What follows belongs to an exercise in optimizing a design on an open flow for a short achievable clock period and few clock cycles per item; a production flow would make more cautious choices.
Only the layout flow was run in this run; the RTL was not checked for function there.
No activity file was given, so power comes from the tool's default toggle rates.

==> flow/design.v <==
package cpuPkg;
	localparam int dataWidth = 16;
	localparam int regCount = 8;
	localparam int regIdxWidth = $clog2(regCount);
	typedef logic [dataWidth-1:0] wordT;
	typedef logic [regIdxWidth-1:0] regIdxT;
	localparam int opcodeMsb = 15;
	localparam int opcodeLsb = 11;
	localparam int opcodeWidth = opcodeMsb - opcodeLsb + 1;
	localparam int rxMsb = 10;
	localparam int rxLsb = 8;
	localparam int ryMsb = 7;
	localparam int ryLsb = 5;
	localparam int rzMsb = 4;
	localparam int rzLsb = 2;
	localparam int imm8Width = 8;
	localparam int imm5Width = 5;
	localparam int imm11Width = 11;
	typedef enum logic [opcodeWidth-1:0] {
		opNop   = 5'd0,
		opAddu  = 5'd1,
		opSubu  = 5'd2,
		opAnd   = 5'd3,
		opOr    = 5'd4,
		opSlt   = 5'd5,
		opAddiu = 5'd6,
		opLi    = 5'd7,
		opLw    = 5'd8,
		opSw    = 5'd9,
		opBeqz  = 5'd10,
		opBnez  = 5'd11,
		opB     = 5'd12,
		opJr    = 5'd13
	} opcodeT;
	localparam wordT nopWord = '0;
endpackage
module pipelineCpu (
	input  logic           CLK,
	input  logic           RST,
	output cpuPkg::wordT   imemAddr,
	input  cpuPkg::wordT   imemData,
	output cpuPkg::wordT   dmemAddr,
	output cpuPkg::wordT   dmemWData,
	output logic           dmemRead,
	output logic           dmemWrite,
	input  cpuPkg::wordT   dmemRData,
	output logic           wbValid,
	output cpuPkg::regIdxT wbReg,
	output cpuPkg::wordT   wbData
);
	logic [15:0] pc;
	logic [2:0]  liReg;
	logic [7:0]  liImm;
	logic        fdValid;
	logic [15:0] fdInstr;
	logic [15:0] fdPcInc;
	logic [15:0] fdTarget;
	logic        fdPredT;
	logic        deRegWrite;
	logic        deIsLoad;
	logic        deIsStore;
	logic        deIsBeqz;
	logic        deIsBnez;
	logic        deIsJr;
	logic        deOpAdd;
	logic        deOpSub;
	logic        deOpAnd;
	logic        deOpOr;
	logic        deOpSlt;
	logic        deOpLi;
	logic        deFwdAEm;
	logic        deFwdAMw;
	logic        deFwdBEm;
	logic        deFwdBMw;
	logic        deSrcImm;
	logic        dePredT;
	logic [15:0] deImm;
	logic [15:0] deRxVal;
	logic [15:0] deRyVal;
	logic [2:0]  deDest;
	logic [15:0] dePcInc;
	logic [15:0] deTarget;
	logic        emRegWrite;
	logic        emIsLoad;
	logic        emIsStore;
	logic [15:0] emResult;
	logic [15:0] emStoreData;
	logic [2:0]  emDest;
	logic        mwRegWrite;
	logic [15:0] mwResult;
	logic [2:0]  mwDest;
	logic [15:0] regs [8];
	logic        stall;
	logic        redirect;
	logic [15:0] redirPc;
	logic [4:0]  fOp;
	logic        fIsB;
	logic        fIsCond;
	logic        fIsJr;
	logic        fIsLi;
	logic        fJrHit;
	logic        fPredT;
	logic [15:0] pcInc;
	logic [15:0] fTarget8;
	logic [15:0] fTarget11;
	logic [15:0] fTarget;
	logic [15:0] fJrTarget;
	logic [15:0] nextPc;
	assign imemAddr = pc;
	assign pcInc = pc + 16'd1;
	assign fOp = imemData[15:11];
	assign fIsB = fOp == 5'd12;
	assign fIsCond = fOp == 5'd10 || fOp == 5'd11;
	assign fIsJr = fOp == 5'd13;
	assign fIsLi = fOp == 5'd7;
	assign fJrHit = fIsJr && imemData[10:8] == liReg;
	assign fPredT = fIsB || (fIsCond && imemData[7]) || fJrHit;
	assign fTarget8 = pcInc + {{8{imemData[7]}}, imemData[7:0]};
	assign fTarget11 = pcInc + {{5{imemData[10]}}, imemData[10:0]};
	assign fJrTarget = {8'h00, liImm};
	assign fTarget = fIsB ? fTarget11 : (fIsJr ? fJrTarget : fTarget8);
	always_comb
	begin
		if (redirect)
			nextPc = redirPc;
		else if (stall)
			nextPc = pc;
		else if (fPredT)
			nextPc = fTarget;
		else
			nextPc = pcInc;
	end
	always_ff @(posedge CLK or negedge RST)
	begin
		if (!RST)
		begin
			pc <= '0;
			liReg <= '0;
			liImm <= '0;
			fdValid <= 1'b0;
		end
		else
		begin
			pc <= nextPc;
			if (fIsLi)
			begin
				liReg <= imemData[10:8];
				liImm <= imemData[7:0];
			end
			if (redirect)
				fdValid <= 1'b0;
			else if (!stall)
				fdValid <= 1'b1;
		end
	end
	always_ff @(posedge CLK)
	begin
		if (!stall)
		begin
			fdInstr <= imemData;
			fdPcInc <= pcInc;
			fdTarget <= fTarget;
			fdPredT <= fPredT;
		end
	end
	logic [4:0]  dOp;
	logic [2:0]  dRx;
	logic [2:0]  dRy;
	logic [2:0]  dRz;
	logic        dRegOp;
	logic        dUseRx;
	logic        dUseRy;
	logic        dRegWrite;
	logic [2:0]  dDest;
	logic [15:0] dImm;
	logic [15:0] dRxVal;
	logic [15:0] dRyVal;
	assign dOp = fdValid ? fdInstr[15:11] : 5'd0;
	assign dRx = fdInstr[10:8];
	assign dRy = fdInstr[7:5];
	assign dRz = fdInstr[4:2];
	assign dRegOp = dOp >= 5'd1 && dOp <= 5'd5;
	assign dUseRx = dRegOp || dOp == 5'd6 || dOp == 5'd8 || dOp == 5'd9 || dOp == 5'd10 ||
		dOp == 5'd11 || dOp == 5'd13;
	assign dUseRy = dRegOp || dOp == 5'd9;
	assign dRegWrite = dRegOp || dOp == 5'd6 || dOp == 5'd7 || dOp == 5'd8;
	assign dDest = dRegOp ? dRz : (dOp == 5'd8 ? dRy : dRx);
	always_comb
	begin
		case (dOp)
			5'd6:       dImm = {{8{fdInstr[7]}}, fdInstr[7:0]};
			5'd7:       dImm = {8'h00, fdInstr[7:0]};
			default:    dImm = {{11{fdInstr[4]}}, fdInstr[4:0]};
		endcase
	end
	assign dRxVal = (mwRegWrite && mwDest == dRx) ? mwResult : regs[dRx];
	assign dRyVal = (mwRegWrite && mwDest == dRy) ? mwResult : regs[dRy];
	assign stall = deIsLoad && ((dUseRx && dRx == deDest) || (dUseRy && dRy == deDest));
	always_ff @(posedge CLK or negedge RST)
	begin
		if (!RST)
		begin
			deRegWrite <= 1'b0;
			deIsLoad <= 1'b0;
			deIsStore <= 1'b0;
			deIsBeqz <= 1'b0;
			deIsBnez <= 1'b0;
			deIsJr <= 1'b0;
			deOpAdd <= 1'b0;
			deOpSub <= 1'b0;
			deOpAnd <= 1'b0;
			deOpOr <= 1'b0;
			deOpSlt <= 1'b0;
			deOpLi <= 1'b0;
			deFwdAEm <= 1'b0;
			deFwdAMw <= 1'b0;
			deFwdBEm <= 1'b0;
			deFwdBMw <= 1'b0;
		end
		else if (redirect || stall)
		begin
			deRegWrite <= 1'b0;
			deIsLoad <= 1'b0;
			deIsStore <= 1'b0;
			deIsBeqz <= 1'b0;
			deIsBnez <= 1'b0;
			deIsJr <= 1'b0;
			deOpAdd <= 1'b0;
			deOpSub <= 1'b0;
			deOpAnd <= 1'b0;
			deOpOr <= 1'b0;
			deOpSlt <= 1'b0;
			deOpLi <= 1'b0;
			deFwdAEm <= 1'b0;
			deFwdAMw <= 1'b0;
			deFwdBEm <= 1'b0;
			deFwdBMw <= 1'b0;
		end
		else
		begin
			deRegWrite <= dRegWrite;
			deIsLoad <= dOp == 5'd8;
			deIsStore <= dOp == 5'd9;
			deIsBeqz <= dOp == 5'd10;
			deIsBnez <= dOp == 5'd11;
			deIsJr <= dOp == 5'd13;
			deOpAdd <= dOp == 5'd1 || dOp == 5'd6 || dOp == 5'd8 || dOp == 5'd9;
			deOpSub <= dOp == 5'd2;
			deOpAnd <= dOp == 5'd3;
			deOpOr <= dOp == 5'd4;
			deOpSlt <= dOp == 5'd5;
			deOpLi <= dOp == 5'd7;
			deFwdAEm <= deRegWrite && deDest == dRx;
			deFwdAMw <= !(deRegWrite && deDest == dRx) && emRegWrite && emDest == dRx;
			deFwdBEm <= deRegWrite && deDest == dRy;
			deFwdBMw <= !(deRegWrite && deDest == dRy) && emRegWrite && emDest == dRy;
		end
	end
	always_ff @(posedge CLK)
	begin
		deSrcImm <= dOp != 5'd1;
		dePredT <= fdPredT;
		deImm <= dImm;
		deRxVal <= dRxVal;
		deRyVal <= dRyVal;
		deDest <= dDest;
		dePcInc <= fdPcInc;
		deTarget <= fdTarget;
	end
	logic [15:0] opA;
	logic [15:0] opB;
	logic [15:0] addB;
	logic [15:0] sum;
	logic [15:0] diff;
	logic        lt;
	logic [15:0] aluResult;
	logic        aZero;
	logic        actualT;
	logic        mispCond;
	logic        mispJr;
	assign opA = deFwdAEm ? emResult : (deFwdAMw ? mwResult : deRxVal);
	assign opB = deFwdBEm ? emResult : (deFwdBMw ? mwResult : deRyVal);
	assign addB = deSrcImm ? deImm : opB;
	assign sum = opA + addB;
	assign diff = opA - opB;
	assign lt = (opA[15] != opB[15]) ? opA[15] : diff[15];
	assign aluResult = ({16{deOpAdd}} & sum) | ({16{deOpSub}} & diff) |
		({16{deOpAnd}} & (opA & opB)) | ({16{deOpOr}} & (opA | opB)) |
		({16{deOpLi}} & deImm) | {15'd0, deOpSlt & lt};
	assign aZero = opA == 16'd0;
	assign actualT = (deIsBeqz && aZero) || (deIsBnez && !aZero);
	assign mispCond = (deIsBeqz || deIsBnez) && (actualT != dePredT);
	assign mispJr = deIsJr && (!dePredT || opA != deTarget);
	assign redirect = mispCond || mispJr;
	assign redirPc = deIsJr ? opA : (actualT ? deTarget : dePcInc);
	always_ff @(posedge CLK or negedge RST)
	begin
		if (!RST)
		begin
			emRegWrite <= 1'b0;
			emIsLoad <= 1'b0;
			emIsStore <= 1'b0;
		end
		else
		begin
			emRegWrite <= deRegWrite;
			emIsLoad <= deIsLoad;
			emIsStore <= deIsStore;
		end
	end
	always_ff @(posedge CLK)
	begin
		emResult <= aluResult;
		emStoreData <= opB;
		emDest <= deDest;
	end
	assign dmemAddr = emResult;
	assign dmemWData = emStoreData;
	assign dmemRead = emIsLoad;
	assign dmemWrite = emIsStore;
	always_ff @(posedge CLK or negedge RST)
	begin
		if (!RST)
			mwRegWrite <= 1'b0;
		else
			mwRegWrite <= emRegWrite;
	end
	always_ff @(posedge CLK)
	begin
		mwResult <= emIsLoad ? dmemRData : emResult;
		mwDest <= emDest;
	end
	assign wbValid = mwRegWrite;
	assign wbReg = mwDest;
	assign wbData = mwResult;
	always_ff @(posedge CLK or negedge RST)
	begin
		if (!RST)
		begin
			for (int i = 0; i < 8; i++)
				regs[i] <= '0;
		end
		else if (mwRegWrite)
			regs[mwDest] <= mwResult;
	end
endmodule
==> flow/run.sh <==
#!/bin/bash
# synth_recipe.tcl (not shown) runs the flow's synth.tcl, then flattens the netlist and writes it again
# the make line also repeats each setting of config.mk as NAME=value (left out here)
make -C /OpenROAD-flow-scripts/flow DESIGN_CONFIG=/design/flow/config.mk WORK_HOME=/design/flow/orfs CLKGATE_MAP_FILE= SYNTH_SCRIPT=/design/flow/synth_recipe.tcl finish
==> flow/config.mk <==
export PLATFORM = sky130hd
export DESIGN_NAME = pipelineCpu
export DESIGN_NICKNAME = pipelineCpu
export VERILOG_FILES = /design/flow/design.v
export SDC_FILE = /design/flow/constraint.sdc
export NUM_CORES = 4
export LEC_CHECK = 0
export ABC_CLOCK_PERIOD_IN_PS = 2500
export CAP_MARGIN = 20
export CORE_MARGIN = 2
export CORE_UTILIZATION = 40
export SETUP_SLACK_MARGIN = 3.6
export SLEW_MARGIN = 20
==> flow/constraint.sdc <==
create_clock -name core_clock -period 6.2 [get_ports {CLK}]
set_input_delay 1.2400 -clock core_clock [delete_from_list [all_inputs] [get_ports {CLK}]]
set_output_delay 1.2400 -clock core_clock [all_outputs]
set_load 0.01 [all_outputs]
==> results.txt <==
worst reg2reg max path, cell delays in order (launching register included):
cell	delay [ns]
sky130_fd_sc_hd__dfrtp_4	0.53
sky130_fd_sc_hd__buf_12	0.16
sky130_fd_sc_hd__mux2i_1	0.15
sky130_fd_sc_hd__nor2_1	0.07
sky130_fd_sc_hd__a21oi_2	0.16
sky130_fd_sc_hd__buf_4	0.16
sky130_fd_sc_hd__ha_4	0.20
sky130_fd_sc_hd__nand2b_1	0.08
sky130_fd_sc_hd__o311a_1	0.22
sky130_fd_sc_hd__o211ai_1	0.14
sky130_fd_sc_hd__and3_1	0.21
sky130_fd_sc_hd__o31ai_1	0.21
sky130_fd_sc_hd__a21oi_1	0.12
sky130_fd_sc_hd__o21bai_1	0.19
sky130_fd_sc_hd__a21oi_2	0.08
sky130_fd_sc_hd__fa_2	0.53
sky130_fd_sc_hd__inv_2	0.04
sky130_fd_sc_hd__a221oi_2	0.23
sky130_fd_sc_hd__nand3_1	0.10
where the power goes:
| part | internal, uW | switching, uW |
|---|---|---|
| logic | 2090 | 2160 |
| clock network | 1570 | 1040 |
| registers | 2980 | 450 |
final timing paths:
kind | from | depth (start not counted) | endpoint | slack (ns)
min in group asynchronous | RST | 1 | regs[3][11] | 0.76
worst max-delay path | deFwdBMw | 18 | emResult[15] | 2.52
worst min-delay path | fdTarget[0] | 0 | deTarget[0] | 0.34
worst max register to register | deFwdBMw | 18 | emResult[15] | 2.52
worst min register to register | fdTarget[0] | 0 | deTarget[0] | 0.34
max in group asynchronous | RST | 2 | emIsLoad | 4.19
placed cells by master, fill, tap and decap left out, types with 16 or more instances in the layout:
cell type / instances
sky130_fd_sc_hd__o21ai_2: 17
sky130_fd_sc_hd__nor3_1: 21
sky130_fd_sc_hd__mux2_2: 148
sky130_fd_sc_hd__o21ai_0: 80
sky130_fd_sc_hd__clkbuf_16: 44
sky130_fd_sc_hd__dfxtp_4: 29
sky130_fd_sc_hd__ha_4: 30
sky130_fd_sc_hd__buf_6: 39
sky130_fd_sc_hd__ha_1: 54
sky130_fd_sc_hd__inv_1: 57
sky130_fd_sc_hd__edfxtp_1: 49
sky130_fd_sc_hd__o21ai_1: 16
sky130_fd_sc_hd__xnor2_1: 47
sky130_fd_sc_hd__a21oi_1: 91
sky130_fd_sc_hd__mux4_2: 17
sky130_fd_sc_hd__nand3_1: 24
sky130_fd_sc_hd__a22oi_1: 22
sky130_fd_sc_hd__clkdlybuf4s50_1: 19
sky130_fd_sc_hd__nand2_1: 119
sky130_fd_sc_hd__nor2_1: 102
sky130_fd_sc_hd__dfrtp_2: 16
sky130_fd_sc_hd__xor2_1: 24
sky130_fd_sc_hd__a21oi_2: 20
sky130_fd_sc_hd__dlygate4sd2_1: 53
sky130_fd_sc_hd__nor2b_1: 29
sky130_fd_sc_hd__mux2_4: 17
sky130_fd_sc_hd__dfrtp_1: 155
sky130_fd_sc_hd__nand4_1: 17
sky130_fd_sc_hd__mux2i_1: 78
sky130_fd_sc_hd__buf_4: 165
sky130_fd_sc_hd__o22ai_1: 32
sky130_fd_sc_hd__o211ai_1: 22
sky130_fd_sc_hd__dfxtp_1: 96
metrics by stage:
step                      setup slack (ns)  instances  utilization
after global placement                1.92       2493        0.447
after global routing                  2.43       2764        0.541
after detailed placement              1.91       2493        0.447
after floorplan                       2.78       1870            -
after CTS                             2.59       2716        0.521
final                                 2.52       2764        0.541
final cells by class:
| class | count | area (um2) | share of cell area |
|---|---|---|---|
| tap | 615 | 769 | 0.0298 |
| clock inverter | 19 | 263 | 0.0102 |
| sequential | 357 | 8670 | 0.336 |
| timing repair buffer | 319 | 2860 | 0.111 |
| clock buffer | 58 | 1190 | 0.0462 |
| multi-input combinational | 1325 | 11800 | 0.456 |
| inverter | 70 | 292 | 0.0113 |
| timing repair inverter | 1 | 7.51 | 0.000291 |
state kept, by name (all words and copies together) (netlist names), 3 cells and up:
signal,cells
dePcInc,16
deImm,9
pc,16
liReg,3
liImm,8
deTarget,16
fdPcInc,16
fdTarget,16
deRyVal,16
emResult,16
mwDest,3
deRxVal,16
regs,128
deDest,3
emDest,3
emStoreData,16
fdInstr,16
mwResult,16
per-layer routing:
metal / up-vias / share of wire / global-route usage
met1: 8182 / 0.42 / 0.343
met2: 729 / 0.46 / 0.407
met5: - / 0.00012 / 0
met4: 2 / 0.048 / 0.111
li1: 7291 / - / -
met3: 199 / 0.070 / 0.0376
cell families after synthesis:
family / synth area share
AO/OA/AOI/OAI: 0.147
XOR/XNOR: 0.0394
adder cells (fa/ha/maj): 0.0598
buffers and inverters: 0.0385
flip-flops: 0.440
multiplexers: 0.172
AND/OR/NAND/NOR: 0.103
timing repair:
item	CTS	global route
setup buffers	142	47
endpoints found under the setup margin	199	100
pin swaps	66	83
cloned	4	1
hold endpoints to repair	0	0
gates resized for setup	402	126
==> results_dict.tcl <==
set metrics [dict create \
    fp-row-count 80 \
    report.power.total_uw 10300 \
    slowest_delay_ns 0.53 \
    synthesis.nets 1994 \
    timing.critical_path.buf_inv 3 \
    worst_pin_slew_ns 0.976 \
    timing_max_transition_violations_final 0 \
    final_period_minus_worst_setup_slack_ns 3.68 \
    post-synth-top-area-cell "sky130_fd_sc_hd__dfrtp_1" \
    layout-drive-gt1-share 0.358 \
    netlist_top_cells_count "sky130_fd_sc_hd__dfrtp_1 (176), sky130_fd_sc_hd__mux2_2 (149), sky130_fd_sc_hd__dfxtp_1 (132), sky130_fd_sc_hd__nand2_1 (126)" \
    holdBufCountCts 0 \
    via_count 16403 \
    drtIter0Drc 1493 \
    clock-skew-final_ns 0.0242 \
    gp_congestion 0.935 \
    grt_setup_unrepaired "yes" \
    synthesis.instances 1870 \
    cp_common_cell "sky130_fd_sc_hd__a21oi_2" \
    run_status "no timing/DRC/antenna violations" \
    finalWirelength_um 65500 \
    asyncSetResetFlopFracSynth 0.493 \
    critical_path.max_fanout 6 \
    synth-warning-count 2 \
    grt_antenna_before_repair 2 \
    cp.required_ns 6.66 \
    synth_edf_count 49 \
    drtPass1Iterations 5 \
    synth_area_um2 19300 \
    antenna_diode_count 0 \
    nFillCells 4005 \
    timing.critical_path.from_type "flip-flop" \
    power-per-cell-area_nw_per_um2 398 \
    fin_crit_sh 0.593 \
    post_synth_main_area_contributors "sky130_fd_sc_hd__dfrtp_1 (23%), sky130_fd_sc_hd__dfxtp_1 (14%), sky130_fd_sc_hd__mux2_2 (8.7%)" \
    die_area_um2 50100 \
    finalInstanceArea_um2 25800 \
    die_height_um 224 \
    mean_number_of_vias_per_cell 5.93 \
    hold_path_class "flip-flop to flip-flop" \
    initial_core_util 0.405 \
    post_drt_wl_per_cell_um 23.7 \
    drv_cap 0 \
    finalSetupViolCount 0 \
    buffer_ports.inserted 103 \
    number_of_top_level_pins 104 \
    leakagePower_uw 0.0113 \
    ir_drop_mv 0.373 \
    cts_buffers 42 \
    synth.distinct_cells 83 \
    finalHoldWorstSlack_ns 0.336 \
    cts.clk_slew.worst_paths_ns 0.06 \
    cts_tree "done" \
    place_hpwl_um 41400 \
    cp-end-kind "flip-flop" \
    finalHoldViolCount 0 \
    numClockSinks 357 \
    cts_htree_levels 2 \
    ys_ff_latch 357 \
    largest_net_degree_at_the_start_of_global_routing 99 \
    synthDominantCellAreaShare 0.228 \
    ys_dominant_reg_cell "sky130_fd_sc_hd__dfrtp_1" \
    core_um2 47700 \
    post_synthesis_average_cell_area_um2 10.3 \
    cpMaxStageDelayCell "sky130_fd_sc_hd__dfrtp_4" \
    vias_in_the_first_global_route 16238 \
    clock_tree.root_cell "sky130_fd_sc_hd__clkbuf_16" \
    global_route.usage.total 0.254 \
    worstSetupPathType "flip-flop to flip-flop" \
    global_route_congestion_overflow_total 0 \
    headroom_to_the_max_slew_limit 0.346 \
    worst_skew_pair.late_latency_ns 0.58 \
    area.growth.synth_to_final_pct 33.5 \
    fmaxAchievable_mhz 272 \
    seq_area_frac_synth 0.440 \
    drtAntennaViolNets 0 \
    crit_family "compound AO/OA/AOI/OAI gates" \
    clock_path_buffers 3 \
    global_route_wire_length_before_repair_um 98000 \
    yosysMostFrequentCell "sky130_fd_sc_hd__dfrtp_1" \
    fin_setup_tns_ns 0 \
    nets 2240 \
    critPathArrivalTime_ns 4.14 \
    remaining_drc_errors 0 \
    dpl_cell_area_um2 21300 \
    critical_path.cell_chain "buf_12, mux2i_1, nor2_1, a21oi_2, buf_4, ha_4, nand2b_1, o311a_1, o211ai_1, and3_1, o31ai_1, a21oi_1, o21bai_1, a21oi_2, fa_2, inv_2, a221oi_2, nand3_1" \
    die_width_um 224 \
]

## re-timing with driven ports
How much do the figures lean on ideal ports? The routed layout below was timed once more, with nothing changed but the port constraints.
Step 1 assumes that a clkbuf_16 drives the clock port and a buf_2 every other input.
Step 2 adds t to the input delays and takes it off the output delays; t is the mean of the earliest and latest rising clock arrival at the registers after step 1. Input paths then give back, and output paths get back, about the clock's delay inside the block.
Slacks: ideal / step 1 / step 2; pairs: ideal / step 1.
t (ns): 0.623
slack for setup (ns): 2.523 / 2.523 / 2.443
worst setup path after step 2: input to register
worst register clock-pin slew, ns: 0.07 / 0.07
After both steps setup and hold are still met in this run. The setup slack of this run moves by 0.000 ns with the drivers and by -0.080 ns with both steps.
